What follows belongs to an exercise in optimizing a design on an open flow for a short achievable clock period and few clock cycles; a production flow would make more cautious choices.
Only simulation tests tie the RTL to the original design; equivalence was not proved.
No activity file was given, so power comes from the tool's default toggle rates.

File: design.v
package fbpa_pkg;
    localparam int DEF_MAX_BLOCKS = 256;
    localparam int ADDR_W         = 32;
    localparam int SIZE_W         = 16;
    localparam int COUNT_W        = 9;
    localparam int STRIDE_W       = 17;
    localparam int FUNC_W         = 2;
    localparam int IN_TDATA_W     = 40;
    localparam int OUT_TDATA_W    = 40;
    localparam int CFG_IDX_W      = 2;
    localparam logic [ADDR_W-1:0]   FIRST_DATA = 32'd16;
    localparam logic [STRIDE_W-1:0] LINK_BYTES = 17'd4;
    localparam logic [STRIDE_W-1:0] ROUND_MASK = 17'd3;
    localparam logic [CFG_IDX_W-1:0] REG_BASE_ADDRESS = 2'd0;
    localparam logic [CFG_IDX_W-1:0] REG_BLOCK_SIZE   = 2'd1;
    localparam logic [CFG_IDX_W-1:0] REG_BLOCK_COUNT  = 2'd2;
    localparam logic [ADDR_W-1:0]  RST_BASE_ADDRESS = 32'd0;
    localparam logic [SIZE_W-1:0]  RST_BLOCK_SIZE   = 16'd4;
    localparam logic [COUNT_W-1:0] RST_BLOCK_COUNT  = 9'd1;
    localparam logic [FUNC_W-1:0] FUNC_ALLOC   = 2'd0;
    localparam logic [FUNC_W-1:0] FUNC_FREE    = 2'd1;
    localparam logic [FUNC_W-1:0] FUNC_REBUILD = 2'd2;
    localparam logic [FUNC_W-1:0] FUNC_NOP     = 2'd3;
    typedef enum logic [1:0] {
        KIND_ALLOC,
        KIND_FREE,
        KIND_REBUILD,
        KIND_NONE
    } fbpa_kind_t;
    typedef struct packed {
        fbpa_kind_t        kind;
        logic [ADDR_W-1:0] offset;
    } fbpa_req_t;
    typedef enum logic [2:0] {
        ST_IDLE,
        ST_ALLOC_FIN,
        ST_DIV,
        ST_BUILD,
        ST_RESULT
    } fbpa_state_t;
endpackage
import fbpa_pkg::*;
module fbpa_div (
    input  logic                          clk,
    input  logic                          rst_n,
    input  logic                          start,
    input  logic [fbpa_pkg::ADDR_W-1:0]   dividend,
    input  logic [fbpa_pkg::STRIDE_W-1:0] divisor,
    output logic                          done,
    output logic [fbpa_pkg::ADDR_W-1:0]   quotient,
    output logic [fbpa_pkg::STRIDE_W-1:0] remainder
);
    localparam int STEP_W = $clog2(ADDR_W);
    logic                busy_reg, busy_next;
    logic                done_reg, done_next;
    logic [STEP_W-1:0]   step_reg, step_next;
    logic [STRIDE_W:0]   rem_reg, rem_next;
    logic [ADDR_W-1:0]   quo_reg, quo_next;
    logic [STRIDE_W-1:0] dsr_reg, dsr_next;
    logic [STRIDE_W:0]   trial;
    assign trial = {rem_reg[STRIDE_W-1:0], quo_reg[ADDR_W-1]};
    always_comb
    begin
        busy_next = busy_reg;
        done_next = 1'b0;
        step_next = step_reg;
        rem_next  = rem_reg;
        quo_next  = quo_reg;
        dsr_next  = dsr_reg;
        if (start)
        begin
            busy_next = 1'b1;
            step_next = '0;
            rem_next  = '0;
            quo_next  = dividend;
            dsr_next  = divisor;
        end
        else if (busy_reg)
        begin
            if (trial >= {1'b0, dsr_reg})
            begin
                rem_next = trial - {1'b0, dsr_reg};
                quo_next = {quo_reg[ADDR_W-2:0], 1'b1};
            end
            else
            begin
                rem_next = trial;
                quo_next = {quo_reg[ADDR_W-2:0], 1'b0};
            end
            step_next = step_reg + 1'b1;
            if (step_reg == STEP_W'(ADDR_W - 1))
            begin
                busy_next = 1'b0;
                done_next = 1'b1;
            end
        end
    end
    always_ff @(posedge clk or negedge rst_n)
    begin
        if (!rst_n)
        begin
            busy_reg <= 1'b0;
            done_reg <= 1'b0;
            step_reg <= '0;
        end
        else
        begin
            busy_reg <= busy_next;
            done_reg <= done_next;
            step_reg <= step_next;
        end
    end
    always_ff @(posedge clk)
    begin
        rem_reg <= rem_next;
        quo_reg <= quo_next;
        dsr_reg <= dsr_next;
    end
    assign done      = done_reg;
    assign quotient  = quo_reg;
    assign remainder = rem_reg[STRIDE_W-1:0];
endmodule
import fbpa_pkg::*;
module fbpa_front (
    input  logic                       clk,
    input  logic                       rst_n,
    input  logic                       s_tvalid,
    output logic                       s_tready,
    input  logic [fbpa_pkg::IN_TDATA_W-1:0] s_tdata,    
    input  logic [fbpa_pkg::ADDR_W-1:0] base_address,
    output logic                       q_valid,
    input  logic                       q_pop,
    output fbpa_pkg::fbpa_req_t        q_req
);
    fbpa_pkg::fbpa_req_t         slot0_reg;
    fbpa_pkg::fbpa_req_t         slot1_reg;
    logic              wr_ptr_reg, wr_ptr_next;
    logic              rd_ptr_reg, rd_ptr_next;
    logic [1:0]        cnt_reg, cnt_next;
    logic              push;
    fbpa_pkg::fbpa_req_t         req_in;
    logic [FUNC_W-1:0] func;
    logic [ADDR_W-1:0] addr;
    logic [ADDR_W-1:0] low;
    assign func = s_tdata[FUNC_W-1:0];
    assign addr = s_tdata[FUNC_W+ADDR_W-1:FUNC_W];
    assign low  = base_address + FIRST_DATA;
    always_comb
    begin
        req_in.offset = addr - low;
        unique case (func)
            FUNC_ALLOC:   req_in.kind = KIND_ALLOC;
            FUNC_FREE:    req_in.kind = (addr >= low) ? KIND_FREE : KIND_NONE;
            FUNC_REBUILD: req_in.kind = KIND_REBUILD;
            FUNC_NOP:     req_in.kind = KIND_NONE;
            default:      req_in.kind = KIND_NONE;
        endcase
    end
    assign s_tready = (cnt_reg != 2'd2);
    assign push     = s_tvalid && s_tready;
    assign q_valid  = (cnt_reg != 2'd0);
    assign q_req    = rd_ptr_reg ? slot1_reg : slot0_reg;
    always_comb
    begin
        wr_ptr_next = wr_ptr_reg ^ push;
        rd_ptr_next = rd_ptr_reg ^ q_pop;
        cnt_next    = cnt_reg + {1'b0, push} - {1'b0, q_pop};
    end
    always_ff @(posedge clk or negedge rst_n)
    begin
        if (!rst_n)
        begin
            wr_ptr_reg <= 1'b0;
            rd_ptr_reg <= 1'b0;
            cnt_reg    <= 2'd0;
        end
        else
        begin
            wr_ptr_reg <= wr_ptr_next;
            rd_ptr_reg <= rd_ptr_next;
            cnt_reg    <= cnt_next;
        end
    end
    always_ff @(posedge clk)
    begin
        if (push && !wr_ptr_reg)
        begin
            slot0_reg <= req_in;
        end
        if (push && wr_ptr_reg)
        begin
            slot1_reg <= req_in;
        end
    end
endmodule
import fbpa_pkg::*;
module fbpa_back #(
    parameter int MAX_BLOCKS = fbpa_pkg::DEF_MAX_BLOCKS,
    parameter int IDX_W      = $clog2(MAX_BLOCKS + 1)
) (
    input  logic                            clk,
    input  logic                            rst_n,
    input  logic                            q_valid,
    output logic                            q_pop,
    input  fbpa_pkg::fbpa_req_t             q_req,
    input  logic [fbpa_pkg::ADDR_W-1:0]     base_address,
    input  logic [fbpa_pkg::STRIDE_W-1:0]   stride,
    input  logic [IDX_W-1:0]                count,
    output logic                            m_tvalid,
    input  logic                            m_tready,
    output logic [fbpa_pkg::OUT_TDATA_W-1:0] m_tdata   
);
    localparam int AW   = (MAX_BLOCKS > 1) ? $clog2(MAX_BLOCKS) : 1;
    localparam int PR_W = IDX_W + STRIDE_W;
    localparam logic [IDX_W-1:0] END_MARK = IDX_W'(MAX_BLOCKS);
    fbpa_pkg::fbpa_state_t       state_reg, state_next;
    logic [IDX_W-1:0]  head_reg, head_next;
    logic [IDX_W-1:0]  cnt_reg, cnt_next;
    logic [PR_W-1:0]   prod_reg, prod_next;
    logic [ADDR_W-1:0] res_addr_reg, res_addr_next;
    logic              res_ok_reg, res_ok_next;
    logic              m_tvalid_reg, m_tvalid_next;
    logic [ADDR_W-1:0] out_addr_reg, out_addr_next;
    logic              out_ok_reg, out_ok_next;
    logic              out_free;
    logic [IDX_W-1:0]  link_mem [MAX_BLOCKS];
    logic [IDX_W-1:0]  rd_data_reg;
    logic              wr_en;
    logic [AW-1:0]     wr_addr;
    logic [IDX_W-1:0]  wr_data;
    logic              div_start;
    logic              div_done;
    logic [ADDR_W-1:0] div_quo;
    logic [STRIDE_W-1:0] div_rem;
    logic [IDX_W-1:0]  cnt_inc;
    fbpa_div u_div (
        .clk       (clk),
        .rst_n     (rst_n),
        .start     (div_start),
        .dividend  (q_req.offset),
        .divisor   (stride),
        .done      (div_done),
        .quotient  (div_quo),
        .remainder (div_rem)
    );
    assign out_free = !m_tvalid_reg || m_tready;
    assign cnt_inc  = cnt_reg + 1'b1;
    always_comb
    begin
        state_next    = state_reg;
        head_next     = head_reg;
        cnt_next      = cnt_reg;
        prod_next     = prod_reg;
        res_addr_next = res_addr_reg;
        res_ok_next   = res_ok_reg;
        m_tvalid_next = m_tvalid_reg && !m_tready;
        out_addr_next = out_addr_reg;
        out_ok_next   = out_ok_reg;
        q_pop         = 1'b0;
        div_start     = 1'b0;
        wr_en         = 1'b0;
        wr_addr       = cnt_reg[AW-1:0];
        wr_data       = head_reg;
        unique case (state_reg)
            ST_IDLE:
            begin
                if (q_valid)
                begin
                    q_pop         = 1'b1;
                    res_addr_next = '0;
                    res_ok_next   = 1'b0;
                    state_next    = ST_RESULT;
                    unique case (q_req.kind)
                        KIND_ALLOC:
                        begin
                            if (head_reg != END_MARK)
                            begin
                                prod_next  = PR_W'(head_reg) * PR_W'(stride);
                                state_next = ST_ALLOC_FIN;
                            end
                        end
                        KIND_FREE:
                        begin
                            div_start  = 1'b1;
                            state_next = ST_DIV;
                        end
                        KIND_REBUILD:
                        begin
                            res_ok_next = 1'b1;
                            cnt_next    = '0;
                            if (count == '0)
                            begin
                                head_next = END_MARK;
                            end
                            else
                            begin
                                head_next  = '0;
                                state_next = ST_BUILD;
                            end
                        end
                        KIND_NONE:
                        begin
                            res_ok_next = 1'b0;
                        end
                        default:
                        begin
                            res_ok_next = 1'b0;
                        end
                    endcase
                end
            end
            ST_ALLOC_FIN:
            begin
                head_next     = rd_data_reg;
                res_addr_next = base_address + FIRST_DATA + ADDR_W'(prod_reg);
                res_ok_next   = 1'b1;
                state_next    = ST_RESULT;
            end
            ST_DIV:
            begin
                if (div_done)
                begin
                    if ((div_rem == '0) && (div_quo < ADDR_W'(count)))
                    begin
                        wr_en       = 1'b1;
                        wr_addr     = div_quo[AW-1:0];
                        wr_data     = head_reg;
                        head_next   = div_quo[IDX_W-1:0];
                        res_ok_next = 1'b1;
                    end
                    state_next = ST_RESULT;
                end
            end
            ST_BUILD:
            begin
                wr_en    = 1'b1;
                wr_addr  = cnt_reg[AW-1:0];
                wr_data  = (cnt_inc < count) ? cnt_inc : END_MARK;
                cnt_next = cnt_inc;
                if (cnt_inc == count)
                begin
                    state_next = ST_RESULT;
                end
            end
            ST_RESULT:
            begin
                if (out_free)
                begin
                    m_tvalid_next = 1'b1;
                    out_addr_next = res_addr_reg;
                    out_ok_next   = res_ok_reg;
                    state_next    = ST_IDLE;
                end
            end
            default:
            begin
                state_next = ST_IDLE;
            end
        endcase
    end
    always_ff @(posedge clk or negedge rst_n)
    begin
        if (!rst_n)
        begin
            state_reg    <= ST_IDLE;
            head_reg     <= END_MARK;
            m_tvalid_reg <= 1'b0;
        end
        else
        begin
            state_reg    <= state_next;
            head_reg     <= head_next;
            m_tvalid_reg <= m_tvalid_next;
        end
    end
    always_ff @(posedge clk)
    begin
        cnt_reg      <= cnt_next;
        prod_reg     <= prod_next;
        res_addr_reg <= res_addr_next;
        res_ok_reg   <= res_ok_next;
        out_addr_reg <= out_addr_next;
        out_ok_reg   <= out_ok_next;
    end
    always_ff @(posedge clk)
    begin
        if (wr_en)
        begin
            link_mem[wr_addr] <= wr_data;
        end
        rd_data_reg <= link_mem[head_reg[AW-1:0]];
    end
    assign m_tvalid = m_tvalid_reg;
    assign m_tdata  = {{(OUT_TDATA_W - ADDR_W - 1){1'b0}}, out_ok_reg, out_addr_reg};
endmodule
import fbpa_pkg::*;
module fixed_block_pool_allocator #(
    parameter int MAX_BLOCKS = fbpa_pkg::DEF_MAX_BLOCKS
) (
    input  logic                             clk,
    input  logic                             rst_n,
    input  logic                             s_tvalid,
    output logic                             s_tready,
    input  logic [fbpa_pkg::IN_TDATA_W-1:0]  s_tdata,    
    output logic                             m_tvalid,
    input  logic                             m_tready,
    output logic [fbpa_pkg::OUT_TDATA_W-1:0] m_tdata,    
    input  logic                             cfg_we,
    input  logic [fbpa_pkg::CFG_IDX_W-1:0]   cfg_index,
    input  logic [fbpa_pkg::ADDR_W-1:0]      cfg_data
);
    localparam int IDX_W = $clog2(MAX_BLOCKS + 1);
    logic [ADDR_W-1:0]   base_address_reg;
    logic [SIZE_W-1:0]   block_size_reg;
    logic [COUNT_W-1:0]  block_count_reg;
    logic [STRIDE_W-1:0] stride;
    logic [STRIDE_W-1:0] rounded;
    logic [IDX_W-1:0]    count_eff;
    logic                q_valid;
    logic                q_pop;
    fbpa_pkg::fbpa_req_t           q_req;
    always_ff @(posedge clk or negedge rst_n)
    begin
        if (!rst_n)
        begin
            base_address_reg <= RST_BASE_ADDRESS;
            block_size_reg   <= RST_BLOCK_SIZE;
            block_count_reg  <= RST_BLOCK_COUNT;
        end
        else if (cfg_we)
        begin
            case (cfg_index)
                REG_BASE_ADDRESS: base_address_reg <= cfg_data;
                REG_BLOCK_SIZE:   block_size_reg   <= cfg_data[SIZE_W-1:0];
                REG_BLOCK_COUNT:  block_count_reg  <= cfg_data[COUNT_W-1:0];
                default:          ;
            endcase
        end
    end
    always_comb
    begin
        rounded = ({1'b0, block_size_reg} + ROUND_MASK) & ~ROUND_MASK;
        stride  = rounded + LINK_BYTES;
        if (32'(block_count_reg) > 32'(MAX_BLOCKS))
        begin
            count_eff = IDX_W'(MAX_BLOCKS);
        end
        else
        begin
            count_eff = IDX_W'(block_count_reg);
        end
    end
    fbpa_front u_front (
        .clk          (clk),
        .rst_n        (rst_n),
        .s_tvalid     (s_tvalid),
        .s_tready     (s_tready),
        .s_tdata      (s_tdata),
        .base_address (base_address_reg),
        .q_valid      (q_valid),
        .q_pop        (q_pop),
        .q_req        (q_req)
    );
    fbpa_back #(
        .MAX_BLOCKS (MAX_BLOCKS),
        .IDX_W      (IDX_W)
    ) u_back (
        .clk          (clk),
        .rst_n        (rst_n),
        .q_valid      (q_valid),
        .q_pop        (q_pop),
        .q_req        (q_req),
        .base_address (base_address_reg),
        .stride       (stride),
        .count        (count_eff),
        .m_tvalid     (m_tvalid),
        .m_tready     (m_tready),
        .m_tdata      (m_tdata)
    );
endmodule
File: run.sh
#!/bin/bash
# synth_recipe.tcl (not shown) runs the flow's synth.tcl, then flattens the netlist and writes it again
# the make line also repeats each setting of config.mk as NAME=value (left out here)
make -C /OpenROAD-flow-scripts/flow DESIGN_CONFIG=/design/flow/config.mk WORK_HOME=/design/flow/orfs CLKGATE_MAP_FILE= SYNTH_SCRIPT=/design/flow/synth_recipe.tcl finish
File: config.mk
export PLATFORM = sky130hd
export DESIGN_NAME = fixed_block_pool_allocator
export DESIGN_NICKNAME = fixed_block_pool_allocator
export VERILOG_FILES = /design/flow/design.v
export SDC_FILE = /design/flow/constraint.sdc
export NUM_CORES = 4
export LEC_CHECK = 0
export CAP_MARGIN = 20
export CORE_MARGIN = 2
export CORE_UTILIZATION = 40
export SLEW_MARGIN = 20
File: constraint.sdc
create_clock -name core_clock -period 10.0 [get_ports {clk}]
set_input_delay 2.0000 -clock core_clock [delete_from_list [all_inputs] [get_ports {clk}]]
set_output_delay 2.0000 -clock core_clock [all_outputs]
set_load 0.01 [all_outputs]
==> notes.md <==
Yosys cell counts, types with 53 or more instances:
| master | number |
|---|---|
| nand2_1 | 228 |
| and2_1 | 92 |
| nor2_1 | 410 |
| xnor2_1 | 65 |
| fa_1 | 95 |
| inv_1 | 202 |
| dfrtp_1 | 78 |
| clkbuf_1 | 168 |
| mux4_2 | 721 |
| mux2_2 | 60 |
| edfxtp_1 | 2518 |
| mux2i_1 | 96 |
| a21oi_1 | 135 |
| nand3_1 | 53 |
| o21ai_0 | 101 |
| ha_1 | 141 |
| buf_2 | 68 |
power groups by stage:
stage	Combinational, mW	Sequential (mW)	Clock (mW)
2_1_floorplan	6.24	14.5	0
3_3_place_gp	9.16	14.2	0
3_5_place_dp	9.28	14.2	0
4_1_cts	9.32	14.0	10.4
5_1_grt	9.94	14.1	10.8
6_report	9.20	14.0	10.2
worst min-delay path by stage:
stage          slack (ns)                     from                       to  cells after the start
2_1_floorplan        0.40   u_back.res_addr_reg[0]   u_back.out_addr_reg[0]                      0
3_3_place_gp         0.40  u_back.res_addr_reg[29]  u_back.out_addr_reg[29]                      0
3_5_place_dp         0.40  u_back.res_addr_reg[17]  u_back.out_addr_reg[17]                      0
4_1_cts              0.40  u_back.res_addr_reg[14]  u_back.out_addr_reg[14]                      0
5_1_grt              0.41  u_back.res_addr_reg[15]  u_back.out_addr_reg[15]                      0
6_report             0.39  u_back.res_addr_reg[14]  u_back.out_addr_reg[14]                      0
cells by family (layout without fill, tap and decap cells):
| kind of cell | Yosys count | count (layout) | synth area share |
|---|---|---|---|
| compound gates | 475 | 475 | 0.0278 |
| fa+ha+maj | 236 | 236 | 0.0332 |
| buf+inv | 509 | 944 | 0.0196 |
| xor+xnor | 116 | 116 | 0.00919 |
| simple gates | 1004 | 1004 | 0.0417 |
| other cells | 1 | 9 | 0.0000339 |
| mux | 877 | 877 | 0.162 |
| flops | 2625 | 2625 | 0.707 |
final cells by class:
type / instances / area, µm²
Fill cell: 23309 / 150000
Sequential cell: 2625 / 78200
Multi-Input combinational cell: 2715 / 30700
Clock buffer: 362 / 7760
Tap cell: 3705 / 4640
Timing Repair Buffer: 240 / 2190
Clock inverter: 136 / 1240
Inverter: 206 / 782
Antenna cell: 2 / 5.00
routing by layer:
layer	part of all wire	wire length (µm)
met1	0.42	116000
met4	0.027	7410
met3	0.066	18100
met5	0.000044	12
met2	0.48	133000
through the flow:
stage           util  cells  TNS (ns)  power [mW]
2_1_floorplan      -   5849  -6089.52        20.8
3_3_place_gp   0.422   9490         0        23.4
3_5_place_dp   0.422   9490         0        23.5
4_1_cts        0.455   9988         0        33.8
5_1_grt        0.455   9990         0        34.8
6_report       0.455   9991         0        33.5
==> out/metrics.yaml <==
outcome: "finished clean"
slowest_stage: "a2111oi_0"
crit_start: "block_size_reg[1]"
crit_buf_inv: 4
core_um2: 276000
crit_fanout: 10
critPathLaunchType: "register"
p_clk_frac: 0.306
post_cts_resize_count: 0
synth_largest_area_cell: "edfxtp_1"
placed_area_um2: 116000
slowest_delay_ns: 0.63
syn_area_per_cell_um2: 18.9
fmax_ghz: 0.131
drive_gt1_frac: 0.220
fin_ws_ns: 2.35
design_area_um2: 126000
crit_family: "adder cells"
ys_seq_area_frac: 0.707
fp-row-count: 193
ys.warnings.count: 4
grt_use_met1: 0.271
fin_crit_sh: 0.765
clock_path_buffers: 4
finalSetupViolations: 0
worstSetupEndpointType: "register"
insertion_delay_ns: 0.98
grt.overflow.total: 0
cp.depth: 27
arrival_ns: 8.30
post_drt_wl_per_cell_um: 27.5
numClockSinks: 2625
synthArstFlopShare: 0.0309
path_class: "reg -> reg"
pwr-share-comb: 0.275
clkSlewWorstSetupHoldPaths_ns: 0.06
intPower_mw: 23.3
gp_congestion: 0.867
ys.flop_type: "edfxtp_1"
grt_pass1_wl_um: 399000
use_met2: 0.315
drv_cap: 0
yosys.cell_types.count: 79
synth_area_um2: 111000
cts_made_buffers: 291
rr_worst_depth: 27
ff2ff_setup_slack_ns: 2.35
max-slew-margin-rel: 0.200
gr-max-usage-layer: "met2"
power.density_nw_per_um2: 267
r2r_start: "block_size_reg[1]"
grt_max_degree: 177
initial_core_util: 0.401
ys_seq_elements: 2625
netlist_top_cells_area: "edfxtp_1, mux4_2, dfrtp_1"
fin_skew_ns: 0.0846
htreeDepth: 5
p_seq_frac: 0.419
whs_ns: 0.389
track_usage: 0.195
cpMostUsedCell: "fa_1"
dp_hpwl_um: 167000
drt-initial-drc-count: 5846
finalHoldViolations: 0
tritoncts: "built"
die_h_um: 530
via_per_inst: 5.63
postCtsHoldBufs: 0
cts-root-buf: "clkbuf_16"
io_pins: 121
drt-total-wl_um: 275000
area_growth_pct: 13.5
port_buffers: 107
antenna_found_initial: 8
slew_viol_final: 0
swShare: 0.303
grt_pass1_vias: 56671
final.min_clock_period_ns: 7.65
post-place-ws_ns: 2.37
nets: 6394
postSynthCellCount: 5843
crit_path_end: "u_back.prod_reg[25]"
switchingPower_mw: 10.1
ir_drop_uv: 239
synth_top_area_share: 0.684
drcViolationCount: 0
die-width_um: 530
worst_slew_pin_slew_ns: 1.20
post_cts_buffers: 0
die-area_um2: 281000
rsz0062_at_grt: "false"
drtAntennaViolNets: 0
grt_use_met3: 0.0344
firstDrtPassIters: 5
vias: 56228
final_common_cell: "edfxtp_1"
hold_class: "reg -> reg"
synth_edf_count: 2518
power_leakage_nw: 41.0
critPathRequiredTime_ns: 10.65
final_cell_mix: "edfxtp_1, mux4_2, nor2_1"
reg2reg_to: "u_back.prod_reg[25]"
largest_reg_flops: 2304
Testbench counts, summed over its fixed seeds: cycles 463,716.

[separate check: timing with driven ports]
In the flow no input, the clock included, has a driving cell. The finished layout below was timed again as built, in two steps. Step 1 sets driving cells, clkbuf_16 on the clock port and buf_2 on the other inputs (assumed; they add their load-dependent delay and slew). Step 2, shift: input delay + t, output delay - t, t = (earliest + latest rising clock arrival at the registers) / 2. This alone moves slack from input paths to output paths. Three values: ideal, step 1, step 2; two values: the first two.
t (ns): 1.006
slack for setup (ns): 2.349 / 2.349 / 2.349
clock arrival spread, ns: 0.120 / 0.119
cell pins on the clock port's net: 1
After both steps setup and hold are still met in this run. The setup slack of this run moves by 0.000 ns with the drivers and by 0.000 ns with both steps.
